This design comes from an exercise in tuning for small area, a short achievable clock period and few clock cycles per item on the open sky130 flow, not from production work. In this exercise RTL edits were held to simulation tests only and were not proved equivalent to the original. Power and IR drop assume default switching activity.

before:
// mac_pipe
module mac_pipe (
  input  logic               clk,
  input  logic               rst,
  input  logic               in_valid,
  output logic               in_ready,
  input  logic               in_first,
  input  logic               in_last,
  input  logic [71:0]        kernel_in,
  input  logic [71:0]        map_in,
  input  logic signed [31:0] bias,
  input  logic [4:0]         shift,
  output logic               out_valid,
  input  logic               out_ready,
  output logic signed [7:0]  mac_out
);
  logic take;
  assign take = in_valid && in_ready;
  logic bo1;
  logic bt2;
  logic bn3;
  logic pp4;
  logic pp5;
  logic pp6;
  logic pp7;
  logic pp8;
  logic pp9;
  logic pp10;
  logic pp11;
  logic pp12;
  logic bo13;
  logic bt14;
  logic bn15;
  logic pp16;
  logic pp17;
  logic pp18;
  logic pp19;
  logic pp20;
  logic pp21;
  logic pp22;
  logic pp23;
  logic pp24;
  logic bo25;
  logic bt26;
  logic bn27;
  logic pp28;
  logic pp29;
  logic pp30;
  logic pp31;
  logic pp32;
  logic pp33;
  logic pp34;
  logic pp35;
  logic pp36;
  logic bo37;
  logic bt38;
  logic bn39;
  logic pp40;
  logic pp41;
  logic pp42;
  logic pp43;
  logic pp44;
  logic pp45;
  logic pp46;
  logic pp47;
  logic pp48;
  logic bo49;
  logic bt50;
  logic bn51;
  logic pp52;
  logic pp53;
  logic pp54;
  logic pp55;
  ...
For scale: about 2800 cells after synthesis.
Settings: LEC_CHECK=0, ABC_AREA=1, CAP_MARGIN=20, CORE_MARGIN=2, CORE_UTILIZATION=60, CTS_CLUSTER_DIAMETER=80, CTS_CLUSTER_SIZE=30, SETUP_SLACK_MARGIN=4.0, SLEW_MARGIN=20; clock period 7.5 ns.
standard.sh (not shown) runs the stock make flow with config.mk's settings and CLKGATE_MAP_FILE= SYNTH_SCRIPT=/design/flow/synth_recipe.tcl, a recipe that flattens the netlist after the stock synthesis.
==> flow/flow/run.sh <==
#!/bin/bash
# Layout flow: the standard flow with two changes.
#  1. After the standard synthesis, flow/polarity.py re-chooses which full
#     adders work on complemented signals and swaps simple gates for their
#     De Morgan / complemented-output twins, so fewer inverters remain
#     (registers are left as synthesis made them). Yosys then proves the new
#     netlist equivalent to the standard one (registers paired by name); if
#     that proof fails, the standard netlist is laid out instead.
#  2. Ports are buffered with sky130_fd_sc_hd__buf_1 instead of the default
#     pick; timing repair still resizes them as needed.
# Each tool's output goes to a log file of its own in this folder.
set -euo pipefail
R=orfs/results/${FLOW_PLATFORM:-sky130hd}/mac_pipe/base
LIB=$(ls "$FLOW_HOME"/platforms/${FLOW_PLATFORM:-sky130hd}/lib/sky130_fd_sc_hd__tt_025C_1v80.lib)
bash standard.sh "$(pwd)/$R/1_2_yosys.v" > synth.log 2>&1
cp "$R/1_2_yosys.v" 1_2_yosys.standard.v
python3 flow/polarity.py 1_2_yosys.standard.v 1_2_yosys.polarity.v > polarity.log 2>&1
python3 flow/hide_names.py 1_2_yosys.polarity.v polarity_hidden.v > hide.log 2>&1
sed "s#@LIB@#$LIB#" flow/equiv.ys > equiv.ys
YOSYS=$(command -v yosys || echo "$FLOW_HOME/../tools/install/yosys/bin/yosys")
if "$YOSYS" -q -l equiv.log equiv.ys > equiv.out 2>&1; then
  cp 1_2_yosys.polarity.v "$R/1_2_yosys.v"
  echo "polarity netlist proven equivalent; using it" >> polarity.log
else
  echo "equivalence not proven; keeping the standard netlist" >> polarity.log
fi
BUFFER_PORTS_ARGS="-buffer_cell sky130_fd_sc_hd__buf_1" bash standard.sh finish > layout.log 2>&1
Other scripts of this flow, unchanged in this note and not shown: flow/flow/equiv.ys, flow/flow/hide_names.py, flow/flow/polarity.py
Testbench counts of before, summed over its fixed seeds: cycles 7,044, items 7,012.
diff inputs: before => after
--- a/flow/design.v
+++ b/flow/design.v
@@ -2142,45 +2142,41 @@
   always_ff @(posedge clk or posedge rst) begin
     if (rst) begin
       c1_valid <= 1'b0;
       w_valid <= 1'b0;
     end else begin
       c1_valid <= take;
       w_valid <= c1_valid;
     end
   end
   logic [31:0] acc;
   logic [31:0] acc_base;
   logic        a_res;
-  logic        a_clr;
   logic [4:0]  a_shift;
-  assign acc_base = (w_first || a_clr) ? 32'd0 : acc;
+  assign acc_base = w_first ? 32'd0 : acc;
   logic [31:0] acc_s;
   logic [31:0] acc_c;
   logic [31:0] acc_next;
   always_comb begin
     for (int i = 0; i < 32; i++) begin
       {acc_c[i], acc_s[i]} = {1'b0, acc_base[i]} + {1'b0, w_a[i]} + {1'b0, w_b[i]};
     end
   end
   assign acc_next = acc_s + {acc_c[30:0], 1'b0};
-  always_ff @(posedge clk) begin
-    acc <= acc_next;
-  end
   always_ff @(posedge clk or posedge rst) begin
     if (rst) begin
-      a_clr <= 1'b1;
+      acc   <= 32'd0;
       a_res <= 1'b0;
     end else begin
-      a_clr <= 1'b0;
+      acc <= acc_next;
       a_res <= w_valid && w_last;
     end
   end
   always_ff @(posedge clk) begin
     a_shift <= w_shift;
   end
   logic signed [32:0] xs;
   logic [31:0]        hi_mask;
   logic               ovf;
   logic [7:0]         q8;
   logic               rb;
   logic [7:0]         rq;
@@ -2192,62 +2188,61 @@
     for (int i = 7; i < 32; i++) begin
       hi_mask[i] = a_shift <= 5'(i - 7);
     end
     ovf     = |((acc ^ {32{acc[31]}}) & hi_mask);
     if (ovf) begin
       rq = acc[31] ? 8'h80 : 8'h7f;
     end else if (!acc[31] && q8 == 8'h7f && rb) begin
       rq = 8'h7f;
     end else begin
       rq = q8 + {7'd0, rb};
     end
   end
-  logic [7:0]      q_mem [4];
-  logic [3:0]      q_wr;
-  logic [3:0]      q_rd;
+  logic [7:0]      q_mem [5];
+  logic [4:0]      q_wr;
+  logic [4:0]      q_rd;
   logic [2:0]      q_cnt;
   logic [2:0]      q_cnt_n;
   logic [2:0]      n_out;
   logic [2:0]      n_out_n;
   logic            ask;
   logic            pop;
-  logic            n_full;
   assign pop     = out_valid && out_ready;
   assign ask     = take && in_last;
   assign q_cnt_n = q_cnt + 3'(a_res) - 3'(pop);
   assign n_out_n = n_out + 3'(ask) - 3'(pop);
   always_ff @(posedge clk) begin
-    for (int i = 0; i < 4; i++) begin
+    for (int i = 0; i < 5; i++) begin
       if (a_res && q_wr[i]) begin
         q_mem[i] <= rq;
       end
     end
   end
   always_ff @(posedge clk or posedge rst) begin
     if (rst) begin
-      q_wr      <= 4'd1;
-      q_rd      <= 4'd1;
+      q_wr      <= 5'd1;
+      q_rd      <= 5'd1;
       q_cnt     <= '0;
       n_out     <= '0;
       out_valid <= 1'b0;
-      n_full    <= 1'b0;
+      in_ready  <= 1'b1;
     end else begin
       if (a_res) begin
-        q_wr <= {q_wr[2:0], q_wr[3]};
+        q_wr <= {q_wr[3:0], q_wr[4]};
       end
       if (pop) begin
-        q_rd <= {q_rd[2:0], q_rd[3]};
+        q_rd <= {q_rd[3:0], q_rd[4]};
       end
       q_cnt     <= q_cnt_n;
       n_out     <= n_out_n;
       out_valid <= a_res || q_cnt > 3'd1 || (q_cnt == 3'd1 && !pop);
-      n_full    <= n_out_n == 3'd4;
+      in_ready  <= n_out < 3'd4 || (n_out == 3'd4 && (!ask || pop))
+                   || (n_out == 3'd5 && pop);
     end
   end
-  assign in_ready = !n_full || pop;
   always_comb begin
     mac_out = '0;
-    for (int i = 0; i < 4; i++) begin
+    for (int i = 0; i < 5; i++) begin
       mac_out = mac_out | (q_rd[i] ? q_mem[i] : 8'd0);
     end
   end
 endmodule
Notes after the runs:
after reports a higher share of the final layout cell area in sequential cells than before does.
after: reported sequential group power higher than before
For largest voltage drop on the vdd net, dividing the value from before by the value from after gives 0.861.
Portion of total power attributed to combinational logic ends up lower on after.
Re max-slew violation count: no difference whatsoever between before and after.
Run comparison: after critical-path cell with the highest stage delay fa_1; before critical-path cell with the highest stage delay fa_2
When after is measured against before, its slew at the pin closest to its max-slew limit turns out 0.012 ns lower.
From before to after the numbers moved as follows: overall power of the completed layout climbed 0.36%; total of fill cells in the finished design climbed about 3.4%; highest attainable clock frequency climbed 3.8 MHz; synthesized area climbed 670 sq um; core utilization dropped 0.51 points.
Measured against each other, before and after differ in global-route total usage across every layer, the lower figure coming from after.
Testbench counts of after, summed over its fixed seeds: cycles 7,044, items 7,012.

[separate check: timing with driven ports]
How much do the figures lean on ideal ports? The routed layouts below were timed once more, with nothing changed but the port constraints. Step 1 assumes that a clkbuf_16 drives the clock port and a buf_2 every other input. Step 2 also shifts input and output timing later by t, the mid clock arrival at the registers, as if the neighbouring blocks saw the same clock. Three values: ideal, step 1, step 2; two values: the first two.
run | shift t [ns] | setup slack, ns | clock arrival spread, ns | cell pins on the clock port's net
before | 0.597 | 3.947 / 3.947 / 3.432 | 0.033 / 0.034 | 1
after | 0.607 | 3.995 / 3.995 / 3.490 | 0.037 / 0.037 | 1
After both steps setup and hold are still met in every run listed. For before, which loses most, drivers alone change the setup slack by 0.000 ns; drivers and shift together by -0.515 ns.
